This is an optimization exercise on Yosys and OpenROAD, whose aim is small area, a short achievable clock period and few clock cycles per item, not a production implementation.
At most, simulation tests tie the RTL to the original design; equivalence was not proved.
The RTL of runs 1 and 2 was laid out without a check of its function.
Power figures rest on the tool's default switching activity, not on a simulated workload.

<file path="flow/config.mk">
export PLATFORM = sky130hd
export DESIGN_NAME = glyph_atlas_shelf_packer_writer_unit
export DESIGN_NICKNAME = glyph_atlas_shelf_packer_writer_unit
export VERILOG_FILES = /design/flow/design.v
export SDC_FILE = /design/flow/constraint.sdc
export NUM_CORES = 4
export LEC_CHECK = 0
export CAP_MARGIN = 20
export CORE_MARGIN = 2
export CORE_UTILIZATION = 40
export SETUP_SLACK_MARGIN = 5
export SLEW_MARGIN = 20
</file>
<file path="flow/constraint.sdc">
create_clock -name core_clock -period 12.0 [get_ports {i_clk}]
set_input_delay 2.4000 -clock core_clock [delete_from_list [all_inputs] [get_ports {i_clk}]]
set_output_delay 2.4000 -clock core_clock [all_outputs]
set_load 0.01 [all_outputs]
</file>
<file path="flow/design.v">
`timescale 1ns / 1ps
package gasp_pkg;
    localparam int SIDE_W = 13;
    localparam int POS_W  = 12;
    localparam int PAGE_W = 4;
    localparam logic [SIDE_W-1:0] RESET_SIDE = SIDE_W'(1024);
    localparam logic [SIDE_W-1:0] MAX_SIDE   = SIDE_W'(4096);
    localparam logic [1:0] FMT_BGRA = 2'd0;
    localparam logic [1:0] FMT_GRAY = 2'd1;
    localparam logic [1:0] FMT_MONO = 2'd2;
    localparam logic [2:0] ST_OK       = 3'd0;
    localparam logic [2:0] ST_EMPTY    = 3'd1;
    localparam logic [2:0] ST_NO_PAGES = 3'd2;
    localparam logic [2:0] ST_OUTSIDE  = 3'd3;
    localparam logic [2:0] ST_NO_GLYPH = 3'd4;
    localparam int DIV_K0 = 1;
    localparam int DIV_K1 = 2;
    localparam int DIV_K2 = 2;
    localparam int DIV_K3 = 2;
    localparam int DIV_K4 = 1;
endpackage
`timescale 1ns / 1ps
module gasp_front (
    input  logic [7:0] i_chan,
    input  logic [7:0] i_div,
    output logic       o_sat,
    output logic [7:0] o_rem,
    output logic [7:0] o_sh
);
    logic [15:0] num;
    assign num   = {i_chan, 8'd0} - {8'd0, i_chan};
    assign o_sat = (i_chan > i_div);
    gasp_div_steps #(.N(gasp_pkg::DIV_K0)) u_steps (
        .i_rem(num[15:8]),
        .i_sh (num[7:0]),
        .i_div(i_div),
        .o_rem(o_rem),
        .o_sh (o_sh)
    );
endmodule
`timescale 1ns / 1ps
module gasp_div_steps #(
    parameter int N = 1
) (
    input  logic [7:0] i_rem,
    input  logic [7:0] i_sh,
    input  logic [7:0] i_div,
    output logic [7:0] o_rem,
    output logic [7:0] o_sh
);
    logic [7:0] rem [N+1];
    logic [7:0] sh  [N+1];
    assign rem[0] = i_rem;
    assign sh[0]  = i_sh;
    for (genvar j = 0; j < N; j++) begin : g_step
        logic [8:0] trial;
        logic [9:0] diff;
        assign trial     = {rem[j], sh[j][7]};
        assign diff      = {1'b0, trial} - {2'b0, i_div};
        assign rem[j+1]  = diff[9] ? trial[7:0] : diff[7:0];
        assign sh[j+1]   = {sh[j][6:0], !diff[9]};
    end
    assign o_rem = rem[N];
    assign o_sh  = sh[N];
endmodule
`timescale 1ns / 1ps
module gasp_back #(
    parameter int N = 1
) (
    input  logic [50:0] i_ch,
    input  logic [7:0]  i_div,
    output logic [50:0] o_ch
);
    for (genvar k = 0; k < 3; k++) begin : g_ch
        gasp_div_steps #(.N(N)) u_steps (
            .i_rem(i_ch[k*17 + 8 +: 8]),
            .i_sh (i_ch[k*17 +: 8]),
            .i_div(i_div),
            .o_rem(o_ch[k*17 + 8 +: 8]),
            .o_sh (o_ch[k*17 +: 8])
        );
        assign o_ch[k*17 + 16] = i_ch[k*17 + 16];
    end
endmodule
`timescale 1ns / 1ps
module glyph_atlas_shelf_packer_writer_unit (
    input  logic                 i_clk,
    input  logic                 i_rst_n,
    input  logic                 i_cfg_we,
    input  logic                 i_cfg_index,
    input  logic [12:0]          i_cfg_data,
    input  logic                 i_in_valid,
    output logic                 o_in_ready,
    input  logic [61:0]          i_in_word,
    output logic                 o_out_valid,
    input  logic                 i_out_ready,
    output logic [64:0]          o_out_word
);
    localparam int SW = gasp_pkg::SIDE_W;
    localparam int PW = 61;
    logic [SW-1:0] r_aw, r_ah, cfg_side;
    always_comb begin
        cfg_side = i_cfg_data;
        if (cfg_side == '0) cfg_side = SW'(1);
        else if (cfg_side > gasp_pkg::MAX_SIDE) cfg_side = gasp_pkg::MAX_SIDE;
    end
    always_ff @(posedge i_clk) begin
        if (!i_rst_n) begin
            r_aw <= gasp_pkg::RESET_SIDE;
            r_ah <= gasp_pkg::RESET_SIDE;
        end else if (i_cfg_we) begin
            if (i_cfg_index) r_ah <= cfg_side;
            else             r_aw <= cfg_side;
        end
    end
    logic          r_v1, r_v2, r_v3, r_v4;
    logic          r_c1, r_c2, r_c3, r_c4;     
    logic [PW-1:0] r_p1, r_p2, r_p3, r_p4;
    logic          free1, free2, free3, free4, blk, adv3, xfer;
    assign free4 = !r_v4 || i_out_ready;
    assign blk   = !r_c3 && r_v4 && !r_c4;
    assign adv3  = r_v3 && free4 && !blk;
    assign free3 = !r_v3 || adv3;
    assign free2 = !r_v2 || free3;
    assign free1 = !r_v1 || free2;
    assign xfer  = r_v4 && i_out_ready;
    assign o_in_ready  = free1;
    assign o_out_valid = r_v4;
    always_ff @(posedge i_clk) begin
        if (!i_rst_n) begin
            r_v1 <= 1'b0;
            r_v2 <= 1'b0;
            r_v3 <= 1'b0;
            r_v4 <= 1'b0;
        end else begin
            if (free1) r_v1 <= i_in_valid;
            if (free2) r_v2 <= r_v1;
            if (free3) r_v3 <= r_v2;
            if (free4) r_v4 <= adv3;
        end
    end
    logic          in_cmd;
    logic [SW-1:0] in_w, in_h;
    logic [1:0]    in_fmt;
    logic [7:0]    in_ch [3];      
    logic [7:0]    in_a, in_div;
    logic          in_mono, in_a0;
    logic [PW-1:0] in_pay;
    assign in_cmd   = i_in_word[61];
    assign in_w     = i_in_word[60:48];
    assign in_h     = i_in_word[47:35];
    assign in_fmt   = i_in_word[34:33];
    assign in_ch[2] = i_in_word[32:25];
    assign in_ch[1] = i_in_word[24:17];
    assign in_ch[0] = i_in_word[16:9];
    assign in_a     = i_in_word[8:1];
    assign in_mono  = i_in_word[0];
    assign in_a0    = (in_a == 8'd0);
    assign in_div   = in_a0 ? 8'd255 : in_a;
    logic [50:0] in_chs;
    for (genvar k = 0; k < 3; k++) begin : g_in
        gasp_front u_front (
            .i_chan(in_ch[k]),
            .i_div (in_div),
            .o_sat (in_chs[k*17 + 16]),
            .o_rem (in_chs[k*17 + 8 +: 8]),
            .o_sh  (in_chs[k*17 +: 8])
        );
    end
    always_comb begin
        in_pay = '0;
        if (in_cmd) begin
            in_pay = {in_div, in_a0, in_mono, in_chs};
        end else begin
            in_pay[55:43] = SW'(r_aw - in_w);
            in_pay[42:30] = SW'(r_ah - in_h);
            in_pay[29]    = (in_w == '0) || (in_h == '0);
            in_pay[28]    = (in_w > r_aw) || (in_h > r_ah);
            in_pay[27:0]  = {in_fmt, in_w, in_h};
        end
    end
    always_ff @(posedge i_clk) begin
        if (free1) begin
            r_c1 <= in_cmd;
            r_p1 <= in_pay;
        end
    end
    logic [SW-1:0] r_cx, r_cy, r_rh;
    logic [3:0]    r_page;
    logic [11:0]   r_px, r_py, r_ox, r_yend;
    logic [1:0]    r_fmt;
    logic          r_active;
    logic [50:0] a_chs, b_chs;
    gasp_back #(.N(gasp_pkg::DIV_K1)) u_sec1 (
        .i_ch (r_p1[50:0]),
        .i_div(r_p1[60:53]),
        .o_ch (a_chs)
    );
    always_ff @(posedge i_clk) begin
        if (free2) begin
            r_c2 <= r_c1;
            r_p2 <= r_c1 ? {r_p1[60:51], a_chs} : r_p1;
        end
    end
    gasp_back #(.N(gasp_pkg::DIV_K2)) u_sec2 (
        .i_ch (r_p2[50:0]),
        .i_div(r_p2[60:53]),
        .o_ch (b_chs)
    );
    always_ff @(posedge i_clk) begin
        if (free3) begin
            r_c3 <= r_c2;
            r_p3 <= r_c2 ? {r_p2[60:51], b_chs} : r_p2;
        end
    end
    logic [SW-1:0] s_xw, s_yh, s_cyr;
    logic          s_empty, s_outside, s_wrap, s_np, s_nopages, s_ok;
    logic [2:0]    s_status;
    logic [3:0]    s_page;
    logic [11:0]   s_ox, s_oy;
    logic [50:0]   s_chs;
    logic [PW-1:0] s_pay;
    assign s_xw      = r_p3[55:43];
    assign s_yh      = r_p3[42:30];
    assign s_empty   = r_p3[29];
    assign s_outside = r_p3[28];
    always_comb begin
        s_cyr     = SW'(r_cy + r_rh);
        s_wrap    = (r_cx > s_xw);
        s_np      = s_wrap ? (s_cyr > s_yh) : (r_cy > s_yh);
        s_nopages = s_np && (r_page == 4'd15);
        s_ok      = !s_empty && !s_outside && !s_nopages;
        if (s_empty)        s_status = gasp_pkg::ST_EMPTY;
        else if (s_outside) s_status = gasp_pkg::ST_OUTSIDE;
        else if (s_nopages) s_status = gasp_pkg::ST_NO_PAGES;
        else                s_status = gasp_pkg::ST_OK;
        s_page = s_ok ? 4'(r_page + {3'd0, s_np}) : r_page;
        s_ox   = (s_ok && !s_np && !s_wrap) ? r_cx[11:0] : '0;
        s_oy   = (s_ok && !s_np) ? (s_wrap ? s_cyr[11:0] : r_cy[11:0]) : '0;
    end
    gasp_back #(.N(gasp_pkg::DIV_K3)) u_sec3 (
        .i_ch (r_p3[50:0]),
        .i_div(r_p3[60:53]),
        .o_ch (s_chs)
    );
    assign s_pay = r_c3 ? {r_p3[60:51], s_chs}
                        : {s_status, s_page, s_ox, s_oy, s_wrap, s_np, r_p3[27:0]};
    always_ff @(posedge i_clk) begin
        if (free4) begin
            r_c4 <= r_c3;
            r_p4 <= s_pay;
        end
    end
    logic [2:0]    x_status;
    logic [3:0]    x_page;
    logic [11:0]   x_ox, x_oy;
    logic          x_wrap, x_np;
    logic [1:0]    x_fmt;
    logic [SW-1:0] x_w, x_h;
    logic          row_end, glyph_end;
    assign x_status = r_p4[60:58];
    assign x_page   = r_p4[57:54];
    assign x_ox     = r_p4[53:42];
    assign x_oy     = r_p4[41:30];
    assign x_wrap   = r_p4[29];
    assign x_np     = r_p4[28];
    assign x_fmt    = r_p4[27:26];
    assign x_w      = r_p4[25:13];
    assign x_h      = r_p4[12:0];
    assign row_end   = (12'(r_px + 12'd1) == r_cx[11:0]);
    assign glyph_end = (12'(r_py + 12'd1) == r_yend);
    always_ff @(posedge i_clk) begin
        if (!i_rst_n) begin
            r_cx     <= '0;
            r_cy     <= '0;
            r_rh     <= '0;
            r_page   <= '0;
            r_active <= 1'b0;
        end else if (xfer) begin
            if (!r_c4) begin
                r_active <= (x_status == gasp_pkg::ST_OK);
                if (x_status == gasp_pkg::ST_OK) begin
                    r_cx   <= SW'({1'b0, x_ox} + x_w);
                    r_cy   <= {1'b0, x_oy};
                    r_rh   <= (x_np || x_wrap || x_h > r_rh) ? x_h : r_rh;
                    r_page <= x_page;
                end else if (x_status == gasp_pkg::ST_NO_PAGES && x_wrap) begin
                    r_cx <= '0;
                    r_cy <= SW'(r_cy + r_rh);
                    r_rh <= '0;
                end
            end else if (r_active && row_end && glyph_end) begin
                r_active <= 1'b0;
            end
        end
    end
    always_ff @(posedge i_clk) begin
        if (xfer) begin
            if (!r_c4) begin
                r_px   <= x_ox;
                r_ox   <= x_ox;
                r_py   <= x_oy;
                r_yend <= 12'(x_oy + x_h);
                r_fmt  <= x_fmt;
            end else if (row_end) begin
                r_px <= r_ox;
                r_py <= 12'(r_py + 12'd1);
            end else begin
                r_px <= 12'(r_px + 12'd1);
            end
        end
    end
    logic [50:0] c_chs;
    logic [7:0]  c_div, c_a;
    logic        c_a0, c_mono;
    logic [7:0]  c_quo [3];
    assign c_div  = r_p4[60:53];
    assign c_a0   = r_p4[52];
    assign c_mono = r_p4[51];
    assign c_a    = c_a0 ? 8'd0 : c_div;
    gasp_back #(.N(gasp_pkg::DIV_K4)) u_sec4 (
        .i_ch (r_p4[50:0]),
        .i_div(c_div),
        .o_ch (c_chs)
    );
    for (genvar k = 0; k < 3; k++) begin : g_quo
        assign c_quo[k] = c_chs[k*17 + 16] ? 8'd255 : c_chs[k*17 +: 8];
    end
    logic [2:0]  o_status;
    logic [3:0]  o_page;
    logic [11:0] o_px, o_py;
    logic        o_csrc;
    logic [7:0]  o_r, o_g, o_b, o_a;
    always_comb begin
        o_status = gasp_pkg::ST_OK;
        o_page   = '0;
        o_px     = '0;
        o_py     = '0;
        o_csrc   = 1'b0;
        o_r      = '0;
        o_g      = '0;
        o_b      = '0;
        o_a      = '0;
        if (!r_c4) begin
            o_status = x_status;
            o_page   = x_page;
            o_px     = x_ox;
            o_py     = x_oy;
            o_csrc   = (x_fmt == gasp_pkg::FMT_BGRA);
        end else if (!r_active) begin
            o_status = gasp_pkg::ST_NO_GLYPH;
        end else begin
            o_page = r_page;
            o_px   = r_px;
            o_py   = r_py;
            o_csrc = (r_fmt == gasp_pkg::FMT_BGRA);
            case (r_fmt)
                gasp_pkg::FMT_BGRA: begin
                    o_r = c_quo[0];
                    o_g = c_quo[1];
                    o_b = c_quo[2];
                    o_a = c_a;
                end
                gasp_pkg::FMT_GRAY: begin
                    o_r = 8'd255;
                    o_g = 8'd255;
                    o_b = 8'd255;
                    o_a = c_a;
                end
                gasp_pkg::FMT_MONO: begin
                    o_r = 8'd255;
                    o_g = 8'd255;
                    o_b = 8'd255;
                    o_a = c_mono ? 8'd255 : 8'd0;
                end
                default: ;
            endcase
        end
    end
    assign o_out_word = {r_c4, o_status, o_page, o_px, o_py, o_csrc, o_r, o_g, o_b, o_a};
endmodule
</file>
<file path="flow/flow/run.sh">
#!/bin/bash
# Standard layout, with the port buffers made of buf_4 cells instead of
# the cell buffer_ports picks by default.
set -euo pipefail
bash standard.sh "BUFFER_PORTS_ARGS=-buffer_cell sky130_fd_sc_hd__buf_4" finish > standard_flow.log 2>&1
</file>
<file path="flow/standard.sh">
#!/bin/bash
# synth_recipe.tcl (not shown) runs the flow's synth.tcl, then flattens the netlist and writes it again
# the make line also repeats each setting of config.mk as NAME=value (left out here)
make -C /OpenROAD-flow-scripts/flow DESIGN_CONFIG=/design/flow/config.mk WORK_HOME=/design/flow/orfs CLKGATE_MAP_FILE= SYNTH_SCRIPT=/design/flow/synth_recipe.tcl "${@:-finish}"
</file>
==> flow_summary.ini, run 1 <==
[status]
status = no timing/DRC/antenna violations

[synthesis]
syn_area_um2 = 29840
synth_nets = 3731
yosysMostFrequentCell = ha_1
avgSynthCellArea_um2 = 9.081
synth_area_leaders = edfxtp_1 (30%), ha_1 (14%), dfxtp_1 (5.0%)
ys_warn_count = 11
synthCells = 3286
synth-edff-count = 298
yosysTopAreaCellShare = 0.2999
async_reset_ff_frac = 0
yosys-top-cells-count = ha_1 (338), nand2_1 (313), edfxtp_1 (298)
seq_area_frac_synth = 0.3495
yosys.area.top_type = edfxtp_1
synth-seq-cells = 372
synth_ff_type = edfxtp_1
synth.distinct_cells = 87

[cells_and_area]
design.final.nets = 3844
fillers = 7232
num_antenna_cells = 0
layout-drive-gt1-share = 0.1075
syn2layout_area_growth_pct = 12.03
design_area_um2 = 33430

[detailed_routing]
drc = 0
vias_per_cell = 5.556
wl_um = 88560
vias = 24461
first_iter_violations = 1860
ant_nets = 0
wire_per_inst_um = 20.11
dr.pass1.iters = 7

[setup_path]
cp-start-kind = input pin
crit_path_start = i_out_ready
crit_fanout = 64
critPathRequiredTime_ns = 9.60
end_kind = output pin
worstSetupPathType = in2out
worstReg2RegStart = r_p2[54]$_DFFE_PP_
worstPathArrival_ns = 3.89

[clock_tree]
cts_tree = done
cts_sinks = 372
htreeDepth = 2
cts_setup_buffers = 0
clk_path_buf_depth = 3
hold_buffers = 0
ctsRootBufferMaster = clkbuf_16
clk_latency_ns = 0.59
cts_resized = 0
cts-buffers-inserted = 44
clk_pin_slew_ns = 0.06

[pwr]
report.power.total_w = 0.007338
internal_power_w = 0.004316
switchingPower_w = 0.003023
power_frac_clock = 0.184
seqPwrFrac = 0.280
p_sw_frac = 0.4119
combPwrFrac = 0.536
powerDensity_nw_per_um2 = 219.5
ir_drop_mv = 0.1544
p_leak_nw = 14.09

[floorplan]
die_w_um = 277.1
io_pins = 148
row_count = 100
die_area_um2 = 76800
initial_core_util = 0.4022
die_y_um = 277.1
core_area_um2 = 74200

[timing]
fin_skew_ns = 0.03476
tightestPinTransition_ns = 1.025
fmax_mhz = 159.0
setup_violations = 0
hold_viol = 0
rsz0062_at_grt = no
setup_tns_ns = 0
drv_slew = 0
period_minus_slack_ns = 6.288
fin_crit_sh = 0.5240
slew_headroom = 0.3140

[placement]
dp.final_hpwl_um = 69560
place_area_um2 = 32000
place.port_buffers = 147
place.gp.congestion = 0.9285

[global_routing]
grt_usage = 0.2268
grt-ovfl-total = 0
grt_pass1_vias = 23160
grt_max_degree = 97
antenna_found_initial = 1
grt_first_pass_wirelength_um = 136100

[min_path]
worstHoldStart = r_p3[16]$_DFFE_PP_
min_path_type = reg2reg

[flow_run]
cap_violations = 0
[metal layers]
metal | global-route usage | wire length, um | share of wire
met1 | 0.2931 | 38970 | 0.44
met5 | 0 | 16 | 0.00018
met2 | 0.3916 | 42410 | 0.48
met3 | 0.02194 | 3759 | 0.042
met4 | 0.08654 | 3405 | 0.038
[critical path, stage by stage]
cell	delay, ns
buf_4	0.09
o21ai_0	0.06
and3_1	0.29
nand3_4	0.11
buf_4	0.65
buf_4	0.25
[cells in the final DEF (no fill, tap or decap), types with 53 or more instances in the layout]
cell type / n
inv_1: 222
mux2_2: 73
xnor2_1: 107
buf_4: 177
xor2_1: 54
edfxtp_1: 298
o21a_1: 53
dfxtp_1: 74
nand2_1: 312
o21ai_0: 291
nand3_1: 78
nor2_1: 280
nor2b_1: 74
mux2i_1: 77
a21oi_1: 242
ha_1: 338
[flip-flops by register name, summed over array words and instances, names as in the netlist, 12 cells and up]
| signal | cells |
|---|---|
| r_p3 | 61 |
| r_py | 12 |
| r_yend | 12 |
| r_rh | 13 |
| r_ah | 13 |
| r_p4 | 61 |
| r_px | 12 |
| r_cy | 13 |
| r_p2 | 61 |
| r_ox | 12 |
| r_cx | 13 |
| r_aw | 13 |
| r_p1 | 61 |
[stage by stage]
stage | hold slack, ns | std cells | setup WS (ns) | utilization
after floorplan | 0.4003 | 3286 | 5.419 | -
after global placement | 0.4053 | 4321 | 5.537 | 0.4311
after detailed placement | 0.4045 | 4322 | 5.500 | 0.4312
after CTS | 0.4118 | 4403 | 5.695 | 0.4505
after global routing | 0.4220 | 4403 | 5.593 | 0.4505
final | 0.4033 | 4403 | 5.712 | 0.4505
[power groups by stage]
stage               registers (W)  logic [W]  clock network (W)
floorplan                 0.00189    0.00310                  0
detailed placement        0.00208    0.00390                  0
global placement          0.00208    0.00385                  0
CTS                       0.00205    0.00392            0.00137
global route              0.00208    0.00443            0.00142
finish                    0.00206    0.00393            0.00135
[logic make-up (layout without fill, tap and decap cells)]
kind of cell               Yosys count  after routing  synth area share
buffers and inverters              335            483           0.04302
DFF                                372            372            0.3495
adders and majority gates          364            364            0.1592
xor gates and xnor gates           161            161           0.04726
and+or+nand+nor                    976            976            0.1522
AOI/OAI and AO/OA                  926            926            0.1945
muxes                              152            152           0.05426
[worst paths after layout]
check | endpoint | slack, ns | cells past startpoint
max | o_in_ready | 5.71 | 6
min | r_p4[16]$_DFFE_PN_ | 0.40 | 0
max reg2reg | r_p3[42]$_DFFE_PP_ | 6.59 | 17
min reg2reg | r_p4[16]$_DFFE_PN_ | 0.40 | 0
[layout make-up]
| type | count | area, um2 | share of cell area |
|---|---|---|---|
| tap | 969 | 1212 | 0.03627 |
| inverter | 224 | 840.8 | 0.02515 |
| timing repair buffer | 178 | 1340 | 0.04009 |
| multi-input combinational | 2579 | 18170 | 0.5436 |
| sequential | 372 | 10430 | 0.3120 |
| clock buffer | 53 | 1135 | 0.03395 |
| clock inverter | 28 | 297.8 | 0.008908 |
==> run 2, diff against run 1 <==
==> flow/run.sh (new file) <==
#!/bin/bash
# synth_recipe.tcl (not shown) runs the flow's synth.tcl, then flattens the netlist and writes it again
# the make line also repeats each setting of config.mk as NAME=value (left out here)
make -C /OpenROAD-flow-scripts/flow DESIGN_CONFIG=/design/flow/config.mk WORK_HOME=/design/flow/orfs CLKGATE_MAP_FILE= SYNTH_SCRIPT=/design/flow/synth_recipe.tcl finish
removed: flow/flow/run.sh
removed: flow/standard.sh
==> run 2 against run 1 <==
  * Still clean
  * Clock skew is 0.0078 ns lower
  * Non-clock buffer count is 2 higher
  * Area after synthesis stayed put
  * Routed wire length is 0.60% higher
  * First-iteration DRC count is 2.1% higher
  * Critical path type unchanged
  * Critical endpoint unchanged
  * Largest cell class unchanged
  * Largest power group unchanged
==> flow_summary.ini, run 2 <==
[detailed_routing]
first_iter_violations = 1899
wire_per_inst_um = 20.19
dr.pass1.iters = 6
wl_um = 89100
ant_nets = 0
vias = 24460
vias_per_cell = 5.544
drc = 0

[setup_path]
r2r_cells = 17
cp-start-kind = input pin
crit_buf_inv = 3
critPathTopFamily = buffers and inverters
worst-path-stages = 6
worst_path_max_delay_cell = clkdlybuf4s50_1
crit_chain = clkdlybuf4s50_1 > o21ai_0 > and3_1 > nand3_4 > buf_8 > clkdlybuf4s50_1
worstSetupPathType = in2out
critPathRequiredTime_ns = 9.60
end_kind = output pin
max_stage_delay_ns = 0.63
worstPathArrival_ns = 4.40
crit_top_cell = clkdlybuf4s50_1
crit_fanout = 64

[synthesis]
synth_area_leaders = edfxtp_1 (30%), ha_1 (14%), dfxtp_1 (5.0%)
yosysTopAreaCellShare = 0.2999
seq_area_frac_synth = 0.3495
ys_warn_count = 11
syn_area_um2 = 29840
synth-edff-count = 298
synth.distinct_cells = 87
synthCells = 3286
yosys.area.top_type = edfxtp_1
synth-seq-cells = 372
synth_ff_type = edfxtp_1
synth_nets = 3731
yosysMostFrequentCell = ha_1
avgSynthCellArea_um2 = 9.081
yosys-top-cells-count = ha_1 (338), nand2_1 (313), edfxtp_1 (298)
async_reset_ff_frac = 0

[cells_and_area]
design.final.nets = 3849
multi_input_area_um2 = 18180
final_common_cell = ha_1
fillers = 7200
syn2layout_area_growth_pct = 13.51
design_area_um2 = 33870
final_cell_mix = ha_1 (338), nand2_1 (312), edfxtp_1 (298)
layout-drive-gt1-share = 0.06653
register_area_um2 = 10430

[pwr]
seqPwrFrac = 0.281
powerDensity_nw_per_um2 = 217.7
combPwrFrac = 0.533
internal_power_w = 0.004341
ir_drop_mv = 0.1207
p_sw_frac = 0.4112
switchingPower_w = 0.003032
p_leak_nw = 13.93
power_frac_clock = 0.186
report.power.total_w = 0.007373

[floorplan]
io_pins = 148
die_y_um = 277.1
initial_core_util = 0.4022
row_count = 100
die_area_um2 = 76800
die_w_um = 277.1
core_area_um2 = 74200

[timing]
drv_slew = 0
worst_hold_slack_ns = 0.4175
setup_violations = 0
tightestPinTransition_ns = 1.077
hold_viol = 0
setup_ws_ns = 5.201
slew_headroom = 0.2796
period_minus_slack_ns = 6.799
fin_crit_sh = 0.5666
fin_skew_ns = 0.02698
rsz0062_at_grt = no
setup_tns_ns = 0
fmax_mhz = 147.1

[clock_tree]
clk_pin_slew_ns = 0.06
htreeDepth = 2
cts-buffers-inserted = 47
cts_sinks = 372
clk_path_buf_depth = 3
cts_tree = done
hold_buffers = 0
ctsRootBufferMaster = clkbuf_16
clk_latency_ns = 0.60

[placement]
dp.final_hpwl_um = 69540
place.port_buffers = 147
place.gp.congestion = 0.9215
place_ws_ns = 4.872
place_area_um2 = 32360

[global_routing]
antenna_found_initial = 0
grt_usage = 0.2293
grt-ovfl-total = 0
grt_pass1_vias = 23376
grt_first_pass_wirelength_um = 137400
grt_max_degree = 97

[flow_run]
cap_violations = 0

[min_path]
hold_depth = 0
min_path_type = reg2reg

[status]
status = no timing/DRC/antenna violations
run 2: per-layer routing:
layer	track usage	share of wire
met1	0.2984	0.44
met2	0.3912	0.47
met3	0.02666	0.045
met4	0.08459	0.039
met5	0	0
run 2: cell families after synthesis:
logic type	count (synthesis)	share of synthesized area
AO/OA/AOI/OAI	926	0.1945
XOR/XNOR	161	0.04726
adder cells (fa/ha/maj)	364	0.1592
buffers and inverters	335	0.04302
flip-flops	372	0.3495
multiplexers	152	0.05426
AND/OR/NAND/NOR	976	0.1522
run 2: final cells by class:
type / instances / share of cell area
clock buffers: 62 / 0.03790
diodes: 1 / 0.00007388
repair buffers: 180 / 0.05079
clock inverters: 25 / 0.006021
flip-flops and latches: 372 / 0.3079
multi-input cells: 2579 / 0.5367
well taps: 969 / 0.03579
inverters: 224 / 0.02482
run 2: worst reg2reg max path, stage by stage (launching register included):
cell and delay [ns]:
edfxtp_1 0.54, inv_1 0.51, ha_1 0.34, nor2b_1 0.14, o31a_1 0.27, o31a_1 0.30, o41a_1 0.54, o21ai_1 0.38
inv_1 0.09, ha_1 0.28, nor2b_1 0.14, o211ai_1 0.25, a31oi_1 0.17, or3_1 0.33, a21oi_1 0.28, nand2_1 0.30
mux2i_1 0.20, mux2_2 0.28
run 2: power by group through the flow:
stage               Clock (W)  Sequential (W)  Combinational (W)
floorplan                   0         0.00189            0.00310
global route          0.00144         0.00209            0.00444
detailed placement          0         0.00209            0.00389
finish                0.00137         0.00207            0.00393
CTS                   0.00140         0.00207            0.00391
global placement            0         0.00209            0.00385
run 2: final timing paths:
kind	endpoint	start	slack, ns
worst max-delay path	o_in_ready	i_out_ready	5.20
worst min-delay path	r_p3[50]$_DFFE_PP_	r_p2[50]$_DFFE_PP_	0.42
worst max register to register	r_p4[8]$_DFFE_PN_	r_p3[54]$_DFFE_PP_	6.43
worst min register to register	r_p3[50]$_DFFE_PP_	r_p2[50]$_DFFE_PP_	0.42
run 2: what timing repair did:
action | CTS | global route
buffers inserted | 0 | 0
endpoints found under the setup margin | 1 | 1
resized for setup | 1 | 2
run 2: through the flow:
step / utilization / std cells
5_1_grt: 0.4565 / 4411
3_3_place_gp: 0.4362 / 4323
4_1_cts: 0.4563 / 4410
3_5_place_dp: 0.4362 / 4323
6_report: 0.4565 / 4412
2_1_floorplan: - / 3286
==> run 3, diff against run 2 <==
--- a/flow/design.v
+++ b/flow/design.v
@@ -118,3 +118,3 @@
     logic [PW-1:0] r_p1, r_p2, r_p3, r_p4;
-    logic          free1, free2, free3, free4, blk, adv3, xfer;
+    logic          free1, free2, free3, free4, blk, adv3, load1, xfer;
     assign free4 = !r_v4 || i_out_ready;
@@ -125,2 +125,3 @@
     assign free1 = !r_v1 || free2;
+    assign load1 = i_in_valid && free1;
     assign xfer  = r_v4 && i_out_ready;
@@ -174,7 +175,3 @@
         end else begin
-            in_pay[55:43] = SW'(r_aw - in_w);
-            in_pay[42:30] = SW'(r_ah - in_h);
-            in_pay[29]    = (in_w == '0) || (in_h == '0);
-            in_pay[28]    = (in_w > r_aw) || (in_h > r_ah);
-            in_pay[27:0]  = {in_fmt, in_w, in_h};
+            in_pay[27:0] = {in_fmt, in_w, in_h};
         end
@@ -182,3 +179,3 @@
     always_ff @(posedge i_clk) begin
-        if (free1) begin
+        if (load1) begin
             r_c1 <= in_cmd;
@@ -192,3 +189,15 @@
     logic          r_active;
-    logic [50:0] a_chs, b_chs;
+    logic [50:0]   a_chs, b_chs;
+    logic [SW-1:0] a_w, a_h;
+    logic [PW-1:0] a_place;
+    assign a_w = r_p1[25:13];
+    assign a_h = r_p1[12:0];
+    always_comb begin
+        a_place        = '0;
+        a_place[55:43] = SW'(r_aw - a_w);
+        a_place[42:30] = SW'(r_ah - a_h);
+        a_place[29]    = (a_w == '0) || (a_h == '0);
+        a_place[28]    = (a_w > r_aw) || (a_h > r_ah);
+        a_place[27:0]  = r_p1[27:0];
+    end
     gasp_back #(.N(gasp_pkg::DIV_K1)) u_sec1 (
@@ -201,3 +210,3 @@
             r_c2 <= r_c1;
-            r_p2 <= r_c1 ? {r_p1[60:51], a_chs} : r_p1;
+            r_p2 <= r_c1 ? {r_p1[60:51], a_chs} : a_place;
         end
==> run 3 against run 2 <==
  * Sequential share of layout area rose by 0.32 points
  * Total power fell by 1.9%
  * Sequential power about the same
  * Routed wire length fell by 8.0%
  * Sequential cell count is the same
  * Worst hold slack barely moved
  * Via count decreased by 4.3%
  * Die area decreased by 0.97%
  * Highest routed layer unchanged
  * Cell area is 1.0% lower
  * Non-clock buffer count is 1 lower
  * Final cell count shrank 2.5%
  * Critical path depth shrank 1
==> flow_summary.ini, run 3 <==
[floorplan]
die_y_um = 275.8
die_w_um = 275.8
die_area_um2 = 76050
initial_core_util = 0.4043
io_pins = 148
core_area_um2 = 73080
row_count = 99

[synthesis]
synthMuxAreaShare = 0.07271
synthCells = 3180
async_reset_ff_frac = 0
synth-edff-count = 298
synth-seq-cells = 372
seq_area_frac_synth = 0.3530
synth_compound_area_frac = 0.1661
syn_area_um2 = 29550
synth.distinct_cells = 80
synth-xor-area-share = 0.05721
yosys.area.top_type = edfxtp_1
synth-adder-area-share = 0.1608
synth_ff_type = edfxtp_1
ys_warn_count = 11
avgSynthCellArea_um2 = 9.291
synthSimpleGateAreaFrac = 0.1488
yosysMostFrequentCell = ha_1
synth_top_family_by_area = compound AO/OA/AOI/OAI gates
synth_nets = 3625
yosys-top-cells-count = ha_1 (338), edfxtp_1 (298), nor2_1 (280)
synth_area_leaders = edfxtp_1 (30%), ha_1 (14%), dfxtp_1 (5.0%)
yosysTopAreaCellShare = 0.3029

[setup_path]
worstPathArrival_ns = 4.25
max_stage_delay_ns = 0.64
r2r_cells = 18
crit_fanout = 6
r2r-end = r_p4[31]$_DFFE_PN_
worst_path_max_delay_cell = clkdlybuf4s50_1
end_kind = output pin
crit_top_cell = clkdlybuf4s50_1
worstSetupPathType = in2out
crit_chain = clkdlybuf4s50_1 > o21ai_0 > and3_1 > nand3_1 > clkdlybuf4s50_1
r2r_setup_slack_ns = 6.21
critPathRequiredTime_ns = 9.60
worstReg2RegStart = r_p3[54]$_DFFE_PP_
cp-start-kind = input pin

[cells_and_area]
layout-drive-gt1-share = 0.07632
final_cell_mix = ha_1 (338), edfxtp_1 (298), nor2_1 (280)
fillers = 7096
design.final.nets = 3750
syn2layout_area_growth_pct = 13.46
design_area_um2 = 33520
final_common_cell = ha_1
num_antenna_cells = 0

[flow_run]
cap_violations = 0

[clock_tree]
cts_resized = 0
clk_latency_ns = 0.59
htreeDepth = 2
clk_path_buf_depth = 3
ctsRootBufferMaster = clkbuf_16
cts_setup_buffers = 0
hold_buffers = 0
cts_sinks = 372
cts_tree = done
cts-buffers-inserted = 44
clk_pin_slew_ns = 0.05

[global_routing]
grt_usage = 0.2144
grt_first_pass_wirelength_um = 127400
grt-ovfl-total = 0
antenna_found_initial = 0
grt_max_degree = 83
grt_pass1_vias = 22219

[timing]
period_minus_slack_ns = 6.653
setup_violations = 0
rsz0062_at_grt = no
fin_crit_sh = 0.5545
hold_viol = 0
drv_slew = 0
tightestPinTransition_ns = 1.060
slew_headroom = 0.2931
fin_skew_ns = 0.02520
fmax_mhz = 150.3
setup_tns_ns = 0

[detailed_routing]
drc = 0
vias_per_cell = 5.447
dr.pass1.iters = 27
wl_um = 82000
ant_nets = 0
vias = 23420
first_iter_violations = 1615
wire_per_inst_um = 19.07

[status]
status = no timing/DRC/antenna violations

[pwr]
ir_drop_mv = 0.1155
powerDensity_nw_per_um2 = 215.7
p_leak_nw = 13.93

[placement]
place.gp.congestion = 0.8977
place.port_buffers = 147
dp.final_hpwl_um = 64240
place_area_um2 = 32080

[min_path]
holdPathEnd = r_p3[16]$_DFFE_PP_
worstHoldStart = r_p2[16]$_DFFE_PP_
hold_depth = 0
min_path_type = reg2reg
-- run 3: cell types whose count changed in the layout (fill, tap and decap cells not counted), sizes merged, moves of 14 or more --
cell / change
xnor2: +21
mux2: +23
o21ai: -67
nand3: -20
o31a: -15
a21oi: +33
o211ai: -14
a31oi: -17
a21o: +16
nand2: -51
mux2i: +27
o221ai: -24
a21boi: -28
-- run 3: how the worst max path moves through the flow --
stage	startpoint	end	slack (ns)	depth (start not counted)
6_report	i_out_ready	o_in_ready	5.35	5
4_1_cts	i_out_ready	o_in_ready	5.36	5
3_3_place_gp	i_in_word[17]	r_p1[25]$_DFFE_PP_	5.25	18
5_1_grt	i_out_ready	o_in_ready	5.33	5
3_5_place_dp	i_in_word[17]	r_p1[25]$_DFFE_PP_	5.20	18
2_1_floorplan	i_out_ready	r_c1$_DFFE_PP_	5.55	4
-- run 3: per-stage QoR --
stage	hold WS, ns	std cells	util	total power (W)	setup WS, ns
floorplan	0.4003	3180	-	0.004960	5.549
global placement	0.4046	4216	0.4389	0.005847	5.247
detailed placement	0.4066	4217	0.4390	0.005889	5.201
CTS	0.4194	4299	0.4585	0.007246	5.359
global route	0.4282	4300	0.4587	0.007831	5.330
finish	0.4178	4300	0.4587	0.007230	5.347
-- run 3: kinds of logic (layout without fill, tap and decap cells) --
family          Yosys count  in the layout
buf+inv                 320            481
mux                     202            202
fa+ha+maj               364            364
flops                   372            372
simple gates            931            931
xor+xnor                193            193
compound gates          798            798
-- run 3: layout make-up --
cell class                 instances  area [um2]  area share
multi-input combinational       2488       17930      0.5348
inverter                         220       825.8     0.02463
timing repair buffer             179        1714     0.05113
tap                              959        1200     0.03579
clock buffer                      67        1311     0.03912
sequential                       372       10430      0.3111
clock inverter                    15       112.6    0.003359
-- run 3: power breakdown --
group	total, W	internal [W]	leakage [nW]	switching (W)
combinational	0.00385	0.00182	9.60	0.00203
sequential	0.00205	0.00175	3.64	0.000297
clock	0.00133	0.000777	0.691	0.000553
-- run 3: layer usage --
layer | share of wire | vias up | GRT usage
met3 | 0.046 | 116 | 0.02088
met1 | 0.45 | 10926 | 0.2830
met2 | 0.47 | 623 | 0.3667
met5 | 0 | - | 0
met4 | 0.034 | 0 | 0.07301
li1 | - | 11755 | -
-- run 3: critical path: cells and delay by family --
kind | cells | cell delay [ns]
buffers and inverters | 2 | 1.19
AO/OA/AOI/OAI | 1 | 0.14
AND/OR/NAND/NOR | 2 | 0.52
Testbench counts of run 3, summed over its fixed seeds: cycles 10,363, items 10,331.
==> run 4, diff against run 3 <==
==> flow/flow/run.sh (new file) <==
#!/bin/bash
# Standard layout, with the port buffers made of buf_4 cells instead of
# the cell buffer_ports picks by default.
set -euo pipefail
bash standard.sh "BUFFER_PORTS_ARGS=-buffer_cell sky130_fd_sc_hd__buf_4" finish > standard_flow.log 2>&1
==> flow/standard.sh (new file) <==
#!/bin/bash
# synth_recipe.tcl (not shown) runs the flow's synth.tcl, then flattens the netlist and writes it again
# the make line also repeats each setting of config.mk as NAME=value (left out here)
make -C /OpenROAD-flow-scripts/flow DESIGN_CONFIG=/design/flow/config.mk WORK_HOME=/design/flow/orfs CLKGATE_MAP_FILE= SYNTH_SCRIPT=/design/flow/synth_recipe.tcl "${@:-finish}"
removed: flow/run.sh
==> run 4 against run 3 <==
  * Global-route usage about the same
  * Largest power group unchanged
  * Core utilization down 0.66 points
  * Cell area down 1.4%
  * Critical path depth up 3
  * Sequential share of layout area up 0.45 points
  * Critical endpoint is now o_out_word[24]
  * Still clean on timing, DRC and antenna
  * Sequential power about the same
  * Synthesized cell count unchanged
  * Largest cell class unchanged
  * Area after synthesis unchanged
  * Final cell count down 0.14%
==> flow_summary.ini, run 4 <==
[status]
status = no timing/DRC/antenna violations

[floorplan]
io_pins = 148
die_area_um2 = 76050
die_y_um = 275.8
core_area_um2 = 73080
row_count = 99
initial_core_util = 0.4043
die_w_um = 275.8

[clock_tree]
clk_path_buf_depth = 3
cts_setup_buffers = 0
clk_latency_ns = 0.59
htreeDepth = 2
cts_resized = 0
clk_pin_slew_ns = 0.06
hold_buffers = 0
cts_tree = done
cts-buffers-inserted = 43
cts_sinks = 372
ctsRootBufferMaster = clkbuf_16

[pwr]
internal_power_w = 0.004263
powerDensity_nw_per_um2 = 216.2
p_sw_frac = 0.4034
combPwrFrac = 0.536
p_leak_nw = 14.07
seqPwrFrac = 0.287
ir_drop_mv = 0.1236
report.power.total_w = 0.007145
power_frac_clock = 0.177
switchingPower_w = 0.002882

[synthesis]
synth_area_leaders = edfxtp_1 (30%), ha_1 (14%), dfxtp_1 (5.0%)
synth_ff_type = edfxtp_1
avgSynthCellArea_um2 = 9.291
synth.distinct_cells = 80
yosysTopAreaCellShare = 0.3029
synth-seq-cells = 372
ys_warn_count = 11
async_reset_ff_frac = 0
synth-edff-count = 298
synth_nets = 3625
synthCells = 3180
seq_area_frac_synth = 0.3530
yosysMostFrequentCell = ha_1
syn_area_um2 = 29550
yosys.area.top_type = edfxtp_1
yosys-top-cells-count = ha_1 (338), edfxtp_1 (298), nor2_1 (280)

[detailed_routing]
vias = 23322
dr.pass1.iters = 27
drc = 0
ant_nets = 0
wire_per_inst_um = 19.13
first_iter_violations = 1563
wl_um = 82140
vias_per_cell = 5.431

[timing]
fin_crit_sh = 0.5009
hold_viol = 0
rsz0062_at_grt = no
period_minus_slack_ns = 6.011
setup_violations = 0
setup_tns_ns = 0
worst_hold_slack_ns = 0.4179
slew_headroom = 0.2664
tightestPinTransition_ns = 1.100
fmax_mhz = 166.4
drv_slew = 0
fin_skew_ns = 0.03015

[global_routing]
grt_first_pass_wirelength_um = 127200
grt_max_degree = 83
antenna_found_initial = 0
grt_usage = 0.2147
grt-ovfl-total = 0
grt_pass1_vias = 22227

[cells_and_area]
num_antenna_cells = 0
final_cell_mix = ha_1 (338), edfxtp_1 (298), nor2_1 (280)
design.final.nets = 3746
syn2layout_area_growth_pct = 11.83
design_area_um2 = 33040
layout-drive-gt1-share = 0.1193
final_common_cell = ha_1

[placement]
place_area_um2 = 31710
place.gp.congestion = 0.9025
place.port_buffers = 147
dp.final_hpwl_um = 64280

[setup_path]
critPathRequiredTime_ns = 9.60
cp-start-kind = register
worstSetupPathType = reg2out
worstPathArrival_ns = 3.61
end_kind = output pin
crit_fanout = 80

[flow_run]
cap_violations = 0

[min_path]
min_path_type = reg2reg
[run 4: cell count changes in the layout (fill, tap and decap cells not counted), moves of 2 or more]
cell / change
clkdlybuf4s50_1: -146
buf_4: +145
clkbuf_8: -4
clkinv_2: +4
clkbuf_1: -3
clkbuf_16: -3
clkinv_4: +2
[run 4: worst max-delay path: stages (launching register included)]
cell and delay [ns]:
edfxtp_1 0.32, buf_4 0.63, and2_1 0.22, buf_4 0.30, nand2b_1 0.59, nor2_1 0.43
o21ai_0 0.14, a21oi_1 0.19, buf_4 0.15
[run 4: per-stage QoR]
step / instances / worst slack [ns] / utilization
floorplan: 3180 / 5.549 / -
global placement: 4215 / 5.594 / 0.4338
detailed placement: 4215 / 5.519 / 0.4339
CTS: 4294 / 5.961 / 0.4521
global route: 4294 / 5.653 / 0.4521
finish: 4294 / 5.989 / 0.4521
[run 4: path summary, 6_finish.rpt]
path,from,end,slack [ns],cells past startpoint
max reg2reg,r_p3[54]$_DFFE_PP_,r_p4[25]$_DFFE_PN_,6.30,18
min reg2reg,r_p2[52]$_DFFE_PP_,r_p3[52]$_DFFE_PP_,0.42,0
min,r_p2[52]$_DFFE_PP_,r_p3[52]$_DFFE_PP_,0.42,0
max,r_c4$_DFFE_PN_,o_out_word[24],5.99,8
[run 4: final cells by class]
| type | instances | area (um2) |
|---|---|---|
| Fill cell | 7113 | 40040 |
| Multi-Input combinational cell | 2488 | 17930 |
| Sequential cell | 372 | 10430 |
| Timing Repair Buffer | 176 | 1321 |
| Tap cell | 959 | 1200 |
| Clock buffer | 57 | 1170 |
| Inverter | 220 | 825.8 |
| Clock inverter | 22 | 162.7 |
[run 4: per-layer routing]
layer,GRT usage,share of wire,vias to the layer above
met2,0.3670,0.47,579
met3,0.02392,0.046,121
met4,0.06706,0.030,0
li1,-,-,11749
met5,0,0,-
met1,0.2842,0.45,10873
[run 4: power by group through the flow]
stage / Clock (W) / Sequential, W / Combinational [W]
after floorplan: 0 / 0.00190 / 0.00306
after global routing: 0.00134 / 0.00208 / 0.00432
final: 0.00126 / 0.00205 / 0.00383
after detailed placement: 0 / 0.00207 / 0.00380
after CTS: 0.00129 / 0.00205 / 0.00383
after global placement: 0 / 0.00207 / 0.00376
[run 4: kinds of logic after synthesis]
logic type,count (synthesis),synth area share
AOI/OAI and AO/OA,798,0.1661
xor gates and xnor gates,193,0.05721
adders and majority gates,364,0.1608
buffers and inverters,320,0.04142
DFF,372,0.3530
muxes,202,0.07271
and+or+nand+nor,931,0.1488
==> run 5, diff against run 4 <==
==> flow/flow/run.sh (replaced) <==
#!/bin/bash
set -euo pipefail
bash standard.sh "BUFFER_PORTS_ARGS=-buffer_cell sky130_fd_sc_hd__buf_4" SETUP_SLACK_MARGIN=8.5 finish > standard_flow.log 2>&1
--- a/flow/config.mk
+++ b/flow/config.mk
@@ -9,3 +9,3 @@
 export CORE_MARGIN = 2
-export CORE_UTILIZATION = 40
+export CORE_UTILIZATION = 60
 export SETUP_SLACK_MARGIN = 5
==> run 5 against run 4 <==
  * Critical endpoint is now o_in_ready
  * Global-route usage grew 18 points
  * Worst hold slack lost 0.0016 ns
  * Clock power grew 13%
  * Synthesized cell count is the same
  * Cell area grew 24%
  * Count of clock-buffer cells in the layout shrank 3
  * First-iteration DRC count grew 99%
  * Non-clock buffer count grew 408
  * Core utilization grew 39 points
  * Area after synthesis is the same
  * Final cell count grew 2.8%
  * Worst setup slack gained 0.61 ns
==> flow_summary.ini, run 5 <==
[detailed_routing]
drc = 0
first_iter_violations = 3104
ant_nets = 0
dr.pass1.iters = 6
wl_um = 112400
wire_per_inst_um = 25.45
vias_per_cell = 6.515
vias = 28762

[pwr]
switchingPower_w = 0.004189
p_sw_frac = 0.4276
power_frac_clock = 0.146
internal_power_w = 0.005608
seqPwrFrac = 0.215
ir_drop_mv = 0.1490
p_leak_nw = 17.22
combPwrFrac = 0.639
powerDensity_nw_per_um2 = 239.2

[floorplan]
die_area_um2 = 51030
io_pins = 148
die_w_um = 225.9
die_y_um = 225.9
row_count = 81
initial_core_util = 0.6061
core_area_um2 = 48750

[synthesis]
seq_area_frac_synth = 0.3530
synth_nets = 3625
yosysTopAreaCellShare = 0.3029
synth-adder-area-share = 0.1608
synth-edff-count = 298
avgSynthCellArea_um2 = 9.291
synthSimpleGateAreaFrac = 0.1488
async_reset_ff_frac = 0
synth_top_family_by_area = compound AO/OA/AOI/OAI gates
synth_compound_area_frac = 0.1661
syn_area_um2 = 29550
yosys.area.top_type = edfxtp_1
ys_warn_count = 11
yosys-top-cells-count = ha_1 (338), edfxtp_1 (298), nor2_1 (280)
synth_area_leaders = edfxtp_1 (30%), ha_1 (14%), dfxtp_1 (5.0%)
yosysMostFrequentCell = ha_1
synth.distinct_cells = 80
synthCells = 3180
synth-seq-cells = 372
synth-xor-area-share = 0.05721
synthMuxAreaShare = 0.07271
synth_ff_type = edfxtp_1

[placement]
place.gp.congestion = 0.9852
place_area_um2 = 32890
place_ws_ns = 5.810
dp.final_hpwl_um = 69520
place.port_buffers = 147

[timing]
setup_tns_ns = 0
slew_headroom = 0.2726
fin_skew_ns = 0.04553
setup_violations = 0
setup_ws_ns = 6.601
hold_viol = 0
period_minus_slack_ns = 5.399
fin_crit_sh = 0.4499
tightestPinTransition_ns = 1.085
fmax_mhz = 185.2
rsz0062_at_grt = yes
drv_slew = 0
worst_hold_slack_ns = 0.4164

[clock_tree]
clk_latency_ns = 0.61
htreeDepth = 2
hold_buffers = 0
cts-buffers-inserted = 43
ctsRootBufferMaster = clkbuf_16
clk_pin_slew_ns = 0.06
cts_sinks = 372
cts_tree = done
clk_path_buf_depth = 3

[global_routing]
grt_max_degree = 83
grt_pass1_vias = 27461
antenna_found_initial = 0
grt-ovfl-total = 0
grt_first_pass_wirelength_um = 154300
grt_usage = 0.3972

[setup_path]
critPathRequiredTime_ns = 9.60
critPathTopFamily = simple AND/OR/NAND/NOR gates
crit_buf_inv = 2
worstSetupPathType = in2out
cp-start-kind = input pin
end_kind = output pin
worst_path_max_delay_cell = and3_4
max_stage_delay_ns = 0.23
crit_chain = buf_8 > o21ai_2 > and3_4 > nand3_4 > buf_6
worstPathArrival_ns = 3.00
r2r_setup_slack_ns = 7.43
crit_fanout = 2

[cells_and_area]
syn2layout_area_growth_pct = 38.62
design_area_um2 = 40960
num_antenna_cells = 0
final_cell_mix = buf_4 (423), edfxtp_1 (298), ha_1 (273)
design.final.nets = 4162
layout-drive-gt1-share = 0.3551
final_common_cell = buf_4
finish.utilization = 0.8402

[status]
status = no timing/DRC/antenna violations

[flow_run]
cap_violations = 0

[min_path]
min_path_type = reg2reg
[run 5: cell counts after synthesis]
Identical to the previous run, type by type.
[run 5: cell type report]
cell class | count | area (um2)
clock buffers | 54 | 1169
flip-flops and latches | 372 | 10450
multi-input cells | 2494 | 21860
fillers | 2603 | 7791
well taps | 664 | 830.8
clock inverters | 25 | 336.6
repair buffers | 584 | 5368
repair inverters | 2 | 12.51
inverters | 220 | 934.6
[run 5: path summary, 6_finish.rpt]
| check | start | end | cells past startpoint |
|---|---|---|---|
| worst max-delay path | i_out_ready | o_in_ready | 5 |
| worst min-delay path | r_p2[16]$_DFFE_PP_ | r_p3[16]$_DFFE_PP_ | 0 |
| worst min register to register | r_p2[16]$_DFFE_PP_ | r_p3[16]$_DFFE_PP_ | 0 |
| worst max register to register | r_p1[54]$_SDFFCE_PN0P_ | r_p2[8]$_DFFE_PP_ | 19 |
[run 5: repair_timing]
item,4_1_cts,5_1_grt
endpoints found under the setup margin,288,235
setup buffers,278,126
gates cloned,12,4
pin swaps,140,170
gates resized for setup,391,255
[run 5: power by group through the flow]
stage          registers (W)  clock network [W]  logic (W)
2_1_floorplan        0.00191                  0    0.00340
3_3_place_gp         0.00209                  0    0.00407
3_5_place_dp         0.00210                  0    0.00423
4_1_cts              0.00207            0.00143    0.00513
5_1_grt              0.00210            0.00148    0.00659
6_report             0.00211            0.00143    0.00626
[run 5: per-layer routing]
layer / GRT usage / wire length (um) / up-vias / part of all wire
met2: 0.6610 / 52840 / 1806 / 0.47
met4: 0.3215 / 11190 / 2 / 0.10
met5: 0 / 46 / - / 0.00041
met1: 0.4501 / 38920 / 13662 / 0.35
met3: 0.06870 / 9363 / 663 / 0.083
li1: - / - / 12629 / -
[run 5: kinds of logic (layout without fill, tap and decap cells)]
group / after synthesis / in the layout
buffers and inverters: 320 / 885
XOR/XNOR: 193 / 193
adder cells (fa/ha/maj): 364 / 364
AND/OR/NAND/NOR: 931 / 935
multiplexers: 202 / 202
flip-flops: 372 / 372
AO/OA/AOI/OAI: 798 / 800
[run 5: through the flow]
step                power, W  instances
floorplan           0.005315       3180
finish              0.009798       4415
global placement    0.006163       3915
CTS                 0.008630       4284
global route         0.01018       4415
detailed placement  0.006330       3915
==> run 6, diff against run 5 <==
==> flow/flow/run.sh (replaced) <==
#!/bin/bash
set -euo pipefail
bash standard.sh "BUFFER_PORTS_ARGS=-buffer_cell sky130_fd_sc_hd__buf_4" SETUP_SLACK_MARGIN=6.2 finish > standard_flow.log 2>&1
==> run 6 against run 5 <==
  * Sequential share of layout area up 6.3 points
  * Worst hold slack improved by 0.0020 ns
  * Clock power decreased by 12%
  * Synthesized cell count is the same
  * Non-clock buffer count shrank 407
  * Total power fell by 26%
  * Via count fell by 16%
  * Maximum frequency decreased by 4.6%
  * Global-route usage down 7.0 points
  * Area after synthesis did not move
  * Combinational power fell by 37%
  * Count of clock-buffer cells in the layout shrank 3
  * Critical endpoint unchanged
==> flow_summary.ini, run 6 <==
[status]
status = no timing/DRC/antenna violations

[floorplan]
die_y_um = 225.9
initial_core_util = 0.6061
row_count = 81
die_area_um2 = 51030
io_pins = 148
core_area_um2 = 48750
die_w_um = 225.9

[pwr]
power_frac_clock = 0.175
combPwrFrac = 0.543
p_sw_frac = 0.4067
ir_drop_mv = 0.1287
p_leak_nw = 14.08
internal_power_w = 0.004280
powerDensity_nw_per_um2 = 220.1
seqPwrFrac = 0.282
switchingPower_w = 0.002933

[cells_and_area]
layout-drive-gt1-share = 0.1254
stdcell_count = 3998
fillers = 3891
syn2layout_area_growth_pct = 10.94
finish.utilization = 0.6724
design.final.nets = 3746
num_antenna_cells = 0
final_cell_mix = ha_1 (337), edfxtp_1 (298), nor2_1 (277)
final_common_cell = ha_1
design_area_um2 = 32780

[placement]
place_inst = 3921
dp.final_hpwl_um = 65270
place_area_um2 = 31370
place.port_buffers = 147
place.gp.congestion = 0.9456

[synthesis]
async_reset_ff_frac = 0
synthCells = 3180
synth-edff-count = 298
avgSynthCellArea_um2 = 9.291
yosys.area.top_type = edfxtp_1
synth_nets = 3625
synth-seq-cells = 372
yosysMostFrequentCell = ha_1
syn_area_um2 = 29550
seq_area_frac_synth = 0.3530
synth_ff_type = edfxtp_1
synth_area_leaders = edfxtp_1 (30%), ha_1 (14%), dfxtp_1 (5.0%)
yosysTopAreaCellShare = 0.3029
yosys-top-cells-count = ha_1 (338), edfxtp_1 (298), nor2_1 (280)
synth.distinct_cells = 80
ys_warn_count = 11

[min_path]
holdPathEnd = r_p3[50]$_DFFE_PP_
hold_depth = 0
min_path_type = reg2reg
worstHoldStart = r_p2[50]$_DFFE_PP_

[timing]
slew_headroom = 0.2859
fin_crit_sh = 0.4716
setup_tns_ns = 0
fin_skew_ns = 0.02470
rsz0062_at_grt = yes
drv_slew = 0
setup_violations = 0
fmax_mhz = 176.7
hold_viol = 0
tightestPinTransition_ns = 1.071
period_minus_slack_ns = 5.660

[global_routing]
grt_pass1_vias = 24087
grt_usage = 0.3276
grt_first_pass_wirelength_um = 129400
antenna_found_initial = 0
grt-ovfl-total = 0
grt_max_degree = 83

[clock_tree]
cts_setup_buffers = 0
htreeDepth = 2
cts_tree = done
cts_sinks = 372
clk_latency_ns = 0.58
clk_path_buf_depth = 3
ctsRootBufferMaster = clkbuf_16
cts-buffers-inserted = 42
hold_buffers = 0
clk_pin_slew_ns = 0.06
cts_resized = 2

[detailed_routing]
wl_um = 82930
vias = 24222
vias_per_cell = 6.059
ant_nets = 0
drc = 0
first_iter_violations = 1895
wire_per_inst_um = 20.74
dr.pass1.iters = 5

[setup_path]
crit_chain = buf_4 > o21ai_0 > and3_1 > nand3_1 > buf_4
worstSetupPathType = in2out
crit_path_start = i_out_ready
r2r_cells = 17
worstPathArrival_ns = 3.26
max_stage_delay_ns = 0.37
critPathRequiredTime_ns = 9.60
end_kind = output pin
crit_top_cell = buf_4
r2r_setup_slack_ns = 6.54
cp-start-kind = input pin
worst_path_max_delay_cell = and3_1
worstReg2RegStart = r_p1[54]$_SDFFCE_PN0P_
r2r-end = r_p2[9]$_DFFE_PP_
crit_fanout = 6

[flow_run]
cap_violations = 0
run 6: cell counts after synthesis:
No cell type changed its count.
run 6: cells by family (layout without fill, tap and decap cells):
group / after synthesis / in the layout / share of synthesized area
compound gates: 798 / 798 / 0.1661
xor+xnor: 193 / 193 / 0.05721
fa+ha+maj: 364 / 364 / 0.1608
buf+inv: 320 / 474 / 0.04142
flops: 372 / 372 / 0.3530
mux: 202 / 202 / 0.07271
simple gates: 931 / 931 / 0.1488
run 6: worst max path at each step:
stage                                        end  slack [ns]  cells past startpoint
after global routing          r_p4[25]$_DFFE_PN_        6.16                     18
after CTS                 r_p1[44]$_SDFFCE_PN0P_        6.24                     14
after global placement    r_p1[44]$_SDFFCE_PN0P_        5.70                     14
final                                 o_in_ready        6.34                      5
after floorplan               r_p1[25]$_DFFE_PP_        6.20                     18
after detailed placement  r_p1[44]$_SDFFCE_PN0P_        5.54                     14
run 6: metal layers:
| layer | vias to the layer above | track usage | part of all wire |
|---|---|---|---|
| met4 | 0 | 0.2147 | 0.071 |
| li1 | 11768 | - | - |
| met2 | 777 | 0.5733 | 0.49 |
| met1 | 11422 | 0.3788 | 0.39 |
| met5 | - | 0 | 0 |
| met3 | 255 | 0.03877 | 0.048 |
run 6: worst max-delay path: cells and delay by family:
family	cells	cell delay, ns
buf+inv	2	0.29
compound gates	1	0.06
simple gates	2	0.51
run 6: through the flow:
stage               power, W  setup slack [ns]  hold WS [ns]
floorplan           0.004960             6.204        0.4003
global placement    0.005731             5.701        0.4092
detailed placement  0.005896             5.541        0.4045
CTS                 0.007177             6.237        0.4182
global route        0.007760             6.159        0.4334
finish              0.007213             6.340        0.4183
run 6: area by class of cell:
class / instances / area [um2] / area share
repair buffers: 177 / 1329 / 0.04054
multi-input cells: 2488 / 18000 / 0.5491
well taps: 664 / 830.8 / 0.02535
inverters: 220 / 833.3 / 0.02542
flip-flops and latches: 372 / 10430 / 0.3182
clock inverters: 26 / 210.2 / 0.006413
clock buffers: 51 / 1146 / 0.03497
run 6: power groups by stage:
stage,sequential (W),combinational (W),clock [W]
after floorplan,0.00190,0.00306,0
after global placement,0.00204,0.00369,0
after detailed placement,0.00205,0.00385,0
after CTS,0.00202,0.00388,0.00128
after global routing,0.00205,0.00438,0.00133
final,0.00203,0.00392,0.00126
==> run 7, diff against run 6 <==
==> flow/flow/run.sh (replaced) <==
#!/bin/bash
set -euo pipefail
bash standard.sh "BUFFER_PORTS_ARGS=-buffer_cell sky130_fd_sc_hd__buf_4" SETUP_SLACK_MARGIN=7 finish > standard_flow.log 2>&1
==> run 7 against run 6 <==
  * Die area unchanged
  * Final cell count grew 4.2%
  * Global-route usage up 2.9 points
  * Core utilization up 4.5 points
  * Largest cell class unchanged
  * Highest routed layer unchanged
==> flow_summary.ini, run 7 <==
[status]
status = no timing/DRC/antenna violations

[synthesis]
syn_area_um2 = 29550
synth.distinct_cells = 80
async_reset_ff_frac = 0
synth-xor-area-share = 0.05721
yosys-top-cells-count = ha_1 (338), edfxtp_1 (298), nor2_1 (280)
synth_nets = 3625
avgSynthCellArea_um2 = 9.291
synth-seq-cells = 372
synth_ff_type = edfxtp_1
synth-edff-count = 298
seq_area_frac_synth = 0.3530
synth_top_family_by_area = compound AO/OA/AOI/OAI gates
yosysMostFrequentCell = ha_1
synthMuxAreaShare = 0.07271
synthCells = 3180
synth_compound_area_frac = 0.1661
synth_area_leaders = edfxtp_1 (30%), ha_1 (14%), dfxtp_1 (5.0%)
synth-adder-area-share = 0.1608
yosysTopAreaCellShare = 0.3029
synthSimpleGateAreaFrac = 0.1488
ys_warn_count = 11
yosys.area.top_type = edfxtp_1

[global_routing]
grt_first_pass_wirelength_um = 138400
grt_pass1_vias = 24573
antenna_found_initial = 0
grt_max_degree = 83
grt-ovfl-total = 0
grt_usage = 0.3564

[timing]
setup_tns_ns = 0
fin_skew_ns = 0.02741
tightestPinTransition_ns = 1.097
slew_headroom = 0.2653
fmax_mhz = 184.6
setup_violations = 0
hold_viol = 0
setup_ws_ns = 6.582
drv_slew = 0
period_minus_slack_ns = 5.418
rsz0062_at_grt = yes
worst_hold_slack_ns = 0.4184
fin_crit_sh = 0.4515

[cells_and_area]
final_cell_mix = ha_1 (328), buf_4 (304), edfxtp_1 (298)
stdcell_count = 4164
layout-drive-gt1-share = 0.1966
final_common_cell = ha_1
syn2layout_area_growth_pct = 18.34
design.final.nets = 3909
num_antenna_cells = 0
fillers = 3620

[floorplan]
core_area_um2 = 48750
die_y_um = 225.9
die_area_um2 = 51030
io_pins = 148
die_w_um = 225.9
initial_core_util = 0.6061
row_count = 81

[flow_run]
cap_violations = 0

[min_path]
worstHoldStart = r_p2[52]$_DFFE_PP_
min_path_type = reg2reg

[pwr]
p_sw_frac = 0.4181
powerDensity_nw_per_um2 = 223.4
p_leak_nw = 15.09
internal_power_w = 0.004546
report.power.total_w = 0.007813
ir_drop_mv = 0.1306
switchingPower_w = 0.003266
seqPwrFrac = 0.266
combPwrFrac = 0.560
power_frac_clock = 0.174

[clock_tree]
ctsRootBufferMaster = clkbuf_16
htreeDepth = 2
clk_latency_ns = 0.59
cts-buffers-inserted = 44
clk_path_buf_depth = 3
hold_buffers = 0
cts_sinks = 372
clk_pin_slew_ns = 0.06
cts_tree = done

[detailed_routing]
drc = 0
vias_per_cell = 6.137
dr.pass1.iters = 6
vias = 25556
first_iter_violations = 2270
wl_um = 93230
wire_per_inst_um = 22.39
ant_nets = 0

[setup_path]
crit_fanout = 2
worstSetupPathType = in2out
end_kind = output pin
crit_path_start = i_out_ready
cp-start-kind = input pin
worstReg2RegStart = r_p1[54]$_SDFFCE_PN0P_
critPathRequiredTime_ns = 9.60
worstPathArrival_ns = 3.02

[placement]
dp.final_hpwl_um = 68920
place_inst = 3923
place.port_buffers = 147
place_ws_ns = 5.851
place.gp.congestion = 0.9595
## run 7: cell counts after synthesis
No cell type changed its count.
## run 7: per-layer routing
metal | up-vias | global-route usage | wire length, um
met4 | 0 | 0.2386 | 7196
met3 | 343 | 0.04593 | 5314
met1 | 12059 | 0.4308 | 37030
met2 | 1059 | 0.5963 | 43690
li1 | 12095 | - | -
met5 | - | 0 | 0
## run 7: logic make-up (layout without fill, tap and decap cells)
group / Yosys count / in the layout
multiplexers: 202 / 202
flip-flops: 372 / 372
AO/OA/AOI/OAI: 798 / 798
adder cells (fa/ha/maj): 364 / 364
AND/OR/NAND/NOR: 931 / 932
buffers and inverters: 320 / 639
XOR/XNOR: 193 / 193
## run 7: area by class of cell
cell class,count,area (um2),share of cell area
Inverter,220,875.8,0.02505
Sequential cell,372,10430,0.2983
Clock buffer,59,1209,0.03457
Multi-Input combinational cell,2489,18650,0.5333
Tap cell,664,830.8,0.02376
Timing Repair Buffer,337,2721,0.07783
Clock inverter,23,251.5,0.007193
## run 7: stage by stage
step,area [um2],util
CTS,33880,0.6951
global route,34960,0.7173
finish,34960,0.7173
detailed placement,31550,0.6471
floorplan,29770,-
global placement,31550,0.6471
## run 7: worst paths after layout
check                                          end  slack, ns  cells after the start
worst max-delay path                    o_in_ready       6.58                      5
worst min-delay path            r_p3[52]$_DFFE_PP_       0.42                      0
worst max register to register  r_p2[10]$_DFFE_PP_       7.09                     19
worst min register to register  r_p3[52]$_DFFE_PP_       0.42                      0
## run 7: repair_timing
item,4_1_cts,5_1_grt
setup endpoints to repair,132,121
pin swaps,34,47
resized for setup,52,135
setup buffers,91,66
gates cloned,0,2
## run 7: power by group through the flow
stage               logic (W)  registers (W)  clock network [W]
floorplan             0.00306        0.00190                  0
global placement      0.00379        0.00209                  0
detailed placement    0.00393        0.00210                  0
CTS                   0.00406        0.00206            0.00137
global route          0.00476        0.00209            0.00142
finish                0.00437        0.00208            0.00136
## run 7: critical path, cell delays in order
cell and delay (ns):
buf_8 0.10, o21ai_4 0.06, and3_4 0.24, nand3_4 0.08
buf_6 0.14

[re-timing with driven ports]
No port has a modelled driver above. Below, the same layouts with a new extraction and two added sets of constraints.
Step 1 sets driving cells, clkbuf_16 on the clock port and buf_2 on the other inputs (assumed; they add their load-dependent delay and slew).
Step 2 times the ports against the registers' clock, not the clock port: input delays grow and output delays shrink by t, the midpoint of the rising clock arrivals with the driver on.
a / b / c = ideal ports / drivers / drivers and shift; a / b = the first two.
run | t, ns | setup slack, ns | latest minus earliest clock arrival (ns)
run 1 | 0.641 | 5.712 / 5.669 / 5.487 | 0.035 / 0.035
run 2 | 0.656 | 5.201 / 5.160 / 5.066 | 0.028 / 0.028
run 3 | 0.643 | 5.347 / 5.316 / 5.135 | 0.027 / 0.027
run 4 | 0.642 | 5.989 / 5.926 / 5.444 | 0.036 / 0.036
run 5 | 0.656 | 6.601 / 6.561 / 6.173 | 0.046 / 0.046
run 6 | 0.627 | 6.340 / 6.309 / 5.796 | 0.025 / 0.025
run 7 | 0.637 | 6.582 / 6.507 / 6.100 | 0.029 / 0.029
After both steps setup and hold are still met in every run listed. For run 4, which loses most, drivers alone change the setup slack by -0.063 ns; drivers and shift together by -0.545 ns.
